This design comes from an exercise in tuning for small area on the open sky130 flow, not from production work. Only simulation tests tie the RTL to the original design; equivalence was not proved. Power and IR drop assume default switching activity. The clock port is modelled as an ideal driver; clocking choices that lean on that would not hold on a real chip.

==> flow/design.v <==
module cpu_mem_stage #(
    parameter int WIDTH = 32,
    parameter int DEPTH = 32
) (
    input  logic             clk,
    input  logic             rst,
    input  logic             in_valid,
    input  logic             stall,
    input  logic [WIDTH-1:0] out_alu,
    input  logic [WIDTH-1:0] rdata2,
    input  logic             is_write_mem,
    input  logic             is_read_mem,
    input  logic [1:0]       mem_size,
    input  logic             is_unsigned,
    input  logic [4:0]       rd_in,
    input  logic             is_write_reg_in,
    output logic             out_valid,
    output logic [WIDTH-1:0] out_wb,
    output logic [WIDTH-1:0] out_memory,
    output logic [4:0]       rd_out,
    output logic             is_write_reg_out,
    output logic             misaligned
);
    localparam int IDX_W = $clog2(DEPTH);
    logic [DEPTH-1:0][31:0] mem;
    logic                   vld;
    logic                   ld_q;
    logic [IDX_W-1:0] idx;
    logic [1:0]       lane;
    logic             sz_byte;
    logic             sz_half;
    logic             addr_bad;
    logic             active;
    logic             mis;
    logic             ld_op;
    logic             store_en;
    logic             load_en;
    logic [31:0]      rd_word;
    logic [7:0]       byte_sel;
    logic [15:0]      half_sel;
    logic [31:0]      load_ext;
    logic [31:0]      load_data;
    logic [3:0]       wr_be;
    logic [31:0]      wr_data;
    logic [WIDTH-1:0] wb_next;
    assign idx     = out_alu[IDX_W+1:2];
    assign lane    = out_alu[1:0];
    assign sz_byte = (mem_size == 2'b00);
    assign sz_half = (mem_size == 2'b01);
    assign addr_bad = (sz_half & lane[0]) | (~sz_byte & ~sz_half & (lane != 2'b00));
    assign active   = in_valid & ~stall;
    assign mis      = active & (is_write_mem | is_read_mem) & addr_bad;
    assign ld_op    = is_read_mem & ~is_write_mem;
    assign store_en = active & is_write_mem & ~addr_bad;
    assign load_en  = in_valid & ld_op & ~addr_bad;
    localparam int NGRP = DEPTH / 3;
    localparam int NREM = DEPTH - 3 * NGRP;
    logic [DEPTH-1:0]             rsel;
    logic [31:0][NGRP-1:0]        rgrp_n;
    logic [31:0]                  rrem;
    always_comb begin
        for (int w = 0; w < DEPTH; w++) begin
            rsel[w] = (idx == w[IDX_W-1:0]) & vld;
        end
    end
    for (genvar i = 0; i < 32; i++) begin : g_rbit
        for (genvar g = 0; g < NGRP; g++) begin : g_grp
            cms_aoi222 u_aoi (
                .a0(rsel[3*g]),   .b0(mem[3*g][i]),
                .a1(rsel[3*g+1]), .b1(mem[3*g+1][i]),
                .a2(rsel[3*g+2]), .b2(mem[3*g+2][i]),
                .y (rgrp_n[i][g])
            );
        end
        if (NREM == 2) begin : g_r2
            cms_ao22 u_ao (
                .a0(rsel[DEPTH-2]), .b0(mem[DEPTH-2][i]),
                .a1(rsel[DEPTH-1]), .b1(mem[DEPTH-1][i]),
                .y (rrem[i])
            );
        end else if (NREM == 1) begin : g_r1
            assign rrem[i] = rsel[DEPTH-1] & mem[DEPTH-1][i];
        end else begin : g_r0
            assign rrem[i] = 1'b0;
        end
        assign rd_word[i] = ~&rgrp_n[i] | rrem[i];
    end
    always_comb begin
        case (lane)
            2'd0:    byte_sel = rd_word[7:0];
            2'd1:    byte_sel = rd_word[15:8];
            2'd2:    byte_sel = rd_word[23:16];
            default: byte_sel = rd_word[31:24];
        endcase
        half_sel = lane[1] ? rd_word[31:16] : rd_word[15:0];
        if (sz_byte) begin
            load_ext = {{24{~is_unsigned & byte_sel[7]}}, byte_sel};
        end else if (sz_half) begin
            load_ext = {{16{~is_unsigned & half_sel[15]}}, half_sel};
        end else begin
            load_ext = rd_word;
        end
    end
    assign load_data = load_ext & {32{load_en}};
    assign wb_next   = load_data | (out_alu & {WIDTH{in_valid & ~ld_op}});
    always_comb begin
        wr_be   = 4'b1111;
        wr_data = rdata2;
        if (sz_byte) begin
            wr_be   = 4'b0001 << lane;
            wr_data = {4{rdata2[7:0]}};
        end else if (sz_half) begin
            wr_be   = lane[1] ? 4'b1100 : 4'b0011;
            wr_data = {2{rdata2[15:0]}};
        end
        for (int b = 0; b < 4; b++) begin
            if (!wr_be[b]) wr_data[8*b +: 8] = rd_word[8*b +: 8];
        end
    end
    logic [DEPTH-1:0]           wen;
    logic [DEPTH-1:0]           whold;
    logic [DEPTH-1:0][31:0]     mem_d;
    always_comb begin
        for (int w = 0; w < DEPTH; w++) begin
            wen[w]   = store_en & (idx == w[IDX_W-1:0]);
            whold[w] = vld & ~wen[w];
        end
    end
    for (genvar w = 0; w < DEPTH; w++) begin : g_ww
        for (genvar i = 0; i < 32; i++) begin : g_wb
            cms_ao22 u_ao (
                .a0(wen[w]),   .b0(wr_data[i]),
                .a1(whold[w]), .b1(mem[w][i]),
                .y (mem_d[w][i])
            );
        end
    end
    always_ff @(posedge clk) begin
        mem <= mem_d;
    end
    always_ff @(posedge clk or posedge rst) begin
        if (rst) begin
            vld <= 1'b0;
        end else if (store_en) begin
            vld <= 1'b1;
        end
    end
    always_ff @(posedge clk or posedge rst) begin
        if (rst) begin
            out_valid        <= 1'b0;
            out_wb           <= '0;
            ld_q             <= 1'b0;
            rd_out           <= 5'd0;
            is_write_reg_out <= 1'b0;
            misaligned       <= 1'b0;
        end else if (!stall) begin
            out_valid        <= in_valid;
            out_wb           <= wb_next;
            ld_q             <= load_en;
            rd_out           <= rd_in;
            is_write_reg_out <= in_valid & is_write_reg_in & ~mis;
            misaligned       <= mis;
        end
    end
    assign out_memory = out_wb & {WIDTH{ld_q}};
endmodule
module cms_aoi222 (
    input  logic a0, b0, a1, b1, a2, b2,
    output logic y
);
    assign y = ~((a0 & b0) | (a1 & b1) | (a2 & b2));
endmodule
module cms_ao22 (
    input  logic a0, b0, a1, b1,
    output logic y
);
    assign y = (a0 & b0) | (a1 & b1);
endmodule
Settings: LEC_CHECK=0, CAP_MARGIN=12, CORE_MARGIN=2, CORE_UTILIZATION=55, PLACE_DENSITY=0.75, SLEW_MARGIN=12, SYNTH_HIERARCHICAL=1, SYNTH_MINIMUM_KEEP_SIZE=0; clock period 7.0 ns.
standard.sh (not shown) runs the stock make flow with config.mk's settings and CLKGATE_MAP_FILE= SYNTH_SCRIPT=/design/flow/synth_recipe.tcl, a recipe that flattens the netlist after the stock synthesis.
==> flow/flow/run.sh <==
#!/bin/bash
# The standard ORFS flow (standard.sh), with two changes:
#  - the port buffers are the smallest buffer, sky130_fd_sc_hd__buf_1;
#  - clock tree synthesis uses clkbuf_16, clusters up to 32 sinks per leaf
#    buffer and adds no dummy loads.
# ORFS writes each step's full log under orfs/logs/; make's own output goes to
# flow_make.log in this folder.
set -euo pipefail
export BUFFER_PORTS_ARGS="-buffer_cell sky130_fd_sc_hd__buf_1"
export CTS_ARGS="-sink_clustering_enable -repair_clock_nets -dont_use_dummy_load -buf_list sky130_fd_sc_hd__clkbuf_16 -sink_clustering_size 32 -sink_clustering_max_diameter 85"
bash standard.sh finish > flow_make.log 2>&1
==> next run, changes <==
--- a/flow/flow/run.sh
+++ b/flow/flow/run.sh
@@ -4 +4 @@
-#  - clock tree synthesis uses clkbuf_16, clusters up to 32 sinks per leaf
+#  - clock tree synthesis uses clkbuf_8, clusters up to 16 sinks per leaf
@@ -10 +10 @@
-export CTS_ARGS="-sink_clustering_enable -repair_clock_nets -dont_use_dummy_load -buf_list sky130_fd_sc_hd__clkbuf_16 -sink_clustering_size 32 -sink_clustering_max_diameter 85"
+export CTS_ARGS="-sink_clustering_enable -repair_clock_nets -dont_use_dummy_load -buf_list sky130_fd_sc_hd__clkbuf_8 -sink_clustering_size 16 -sink_clustering_max_diameter 50"
--- a/flow/config.mk
+++ b/flow/config.mk
@@ -8 +8 @@
-export CAP_MARGIN = 12
+export CAP_MARGIN = 20
@@ -11,2 +11 @@
-export PLACE_DENSITY = 0.75
-export SLEW_MARGIN = 12
+export SLEW_MARGIN = 20
Setup slack gets better by 380 ps.
Hold slack stays flat.
Sequential cell count is unchanged.
==> next run, changes <==
--- a/flow/flow/run.sh
+++ b/flow/flow/run.sh
@@ -4 +4 @@
-#  - clock tree synthesis uses clkbuf_8, clusters up to 16 sinks per leaf
+#  - clock tree synthesis uses clkbuf_16, clusters up to 28 sinks per leaf
@@ -10 +10 @@
-export CTS_ARGS="-sink_clustering_enable -repair_clock_nets -dont_use_dummy_load -buf_list sky130_fd_sc_hd__clkbuf_8 -sink_clustering_size 16 -sink_clustering_max_diameter 50"
+export CTS_ARGS="-sink_clustering_enable -repair_clock_nets -dont_use_dummy_load -buf_list sky130_fd_sc_hd__clkbuf_16 -sink_clustering_size 28 -sink_clustering_max_diameter 75"
--- a/flow/config.mk
+++ b/flow/config.mk
@@ -8 +8 @@
-export CAP_MARGIN = 20
+export CAP_MARGIN = 12
@@ -11 +11,2 @@
-export SLEW_MARGIN = 20
+export PLACE_DENSITY = 0.8
+export SLEW_MARGIN = 12
Die area is unchanged.
Wire length shrinks by about 4%.
Via count goes up by 1.6%.
Clock-buffer cell count decreases by 56.
Synthesized cell count does not change.
Hold slack stays flat.
Sequential power is about the same.
==> next run, changes <==
==> flow/run.sh (new file) <==
#!/bin/bash
# synth_recipe.tcl (not shown) runs the flow's synth.tcl, then flattens the netlist and writes it again
# the make line also repeats each setting of config.mk as NAME=value (left out here)
make -C /OpenROAD-flow-scripts/flow DESIGN_CONFIG=/design/flow/config.mk WORK_HOME=/design/flow/orfs CLKGATE_MAP_FILE= SYNTH_SCRIPT=/design/flow/synth_recipe.tcl finish
--- a/flow/config.mk
+++ b/flow/config.mk
@@ -8 +8 @@
-export CAP_MARGIN = 12
+export CAP_MARGIN = 20
@@ -11,2 +11,3 @@
-export PLACE_DENSITY = 0.8
-export SLEW_MARGIN = 12
+export CTS_CLUSTER_DIAMETER = 60
+export CTS_CLUSTER_SIZE = 20
+export SLEW_MARGIN = 20
removed: flow/flow/run.sh
removed: flow/standard.sh
The new run went through all stages and came out clean. Sequential share of layout area went down by 2.6 points. Critical path depth does not change. Routed wire length went up by 6.7%. Fmax goes down by 1.8%. Worst hold slack stays flat.

[re-timing with driven ports]
Ports are ideal in the flow. The routed layouts listed here were re-timed in OpenROAD.
Step 1, drivers: a clkbuf_16 drives clk and a buf_2 each remaining input, both assumed.
Step 2 also shifts input and output timing later by t, the mid clock arrival at the registers, as if the neighbouring blocks saw the same clock.
Slacks: ideal / step 1 / step 2; pairs: ideal / step 1.
| run | t, ns | setup WS [ns] | worst data-port slew with drivers (ns) | pins driven straight from the clock port |
|---|---|---|---|---|
| the first run | 0.680 | 1.390 / 1.383 / 0.703 | 0.14 | 1 |
| the second run | 0.770 | 1.773 / 1.741 / 0.971 | 0.14 | 1 |
| the third run | 0.661 | 1.547 / 1.475 / 0.814 | 0.13 | 1 |
| the fourth run | 0.704 | 1.449 / 1.396 / 0.692 | 0.13 | 1 |
After both steps setup and hold are still met in every run listed. For the second run, which loses most, drivers alone change the setup slack by -0.032 ns; drivers and shift together by -0.802 ns.
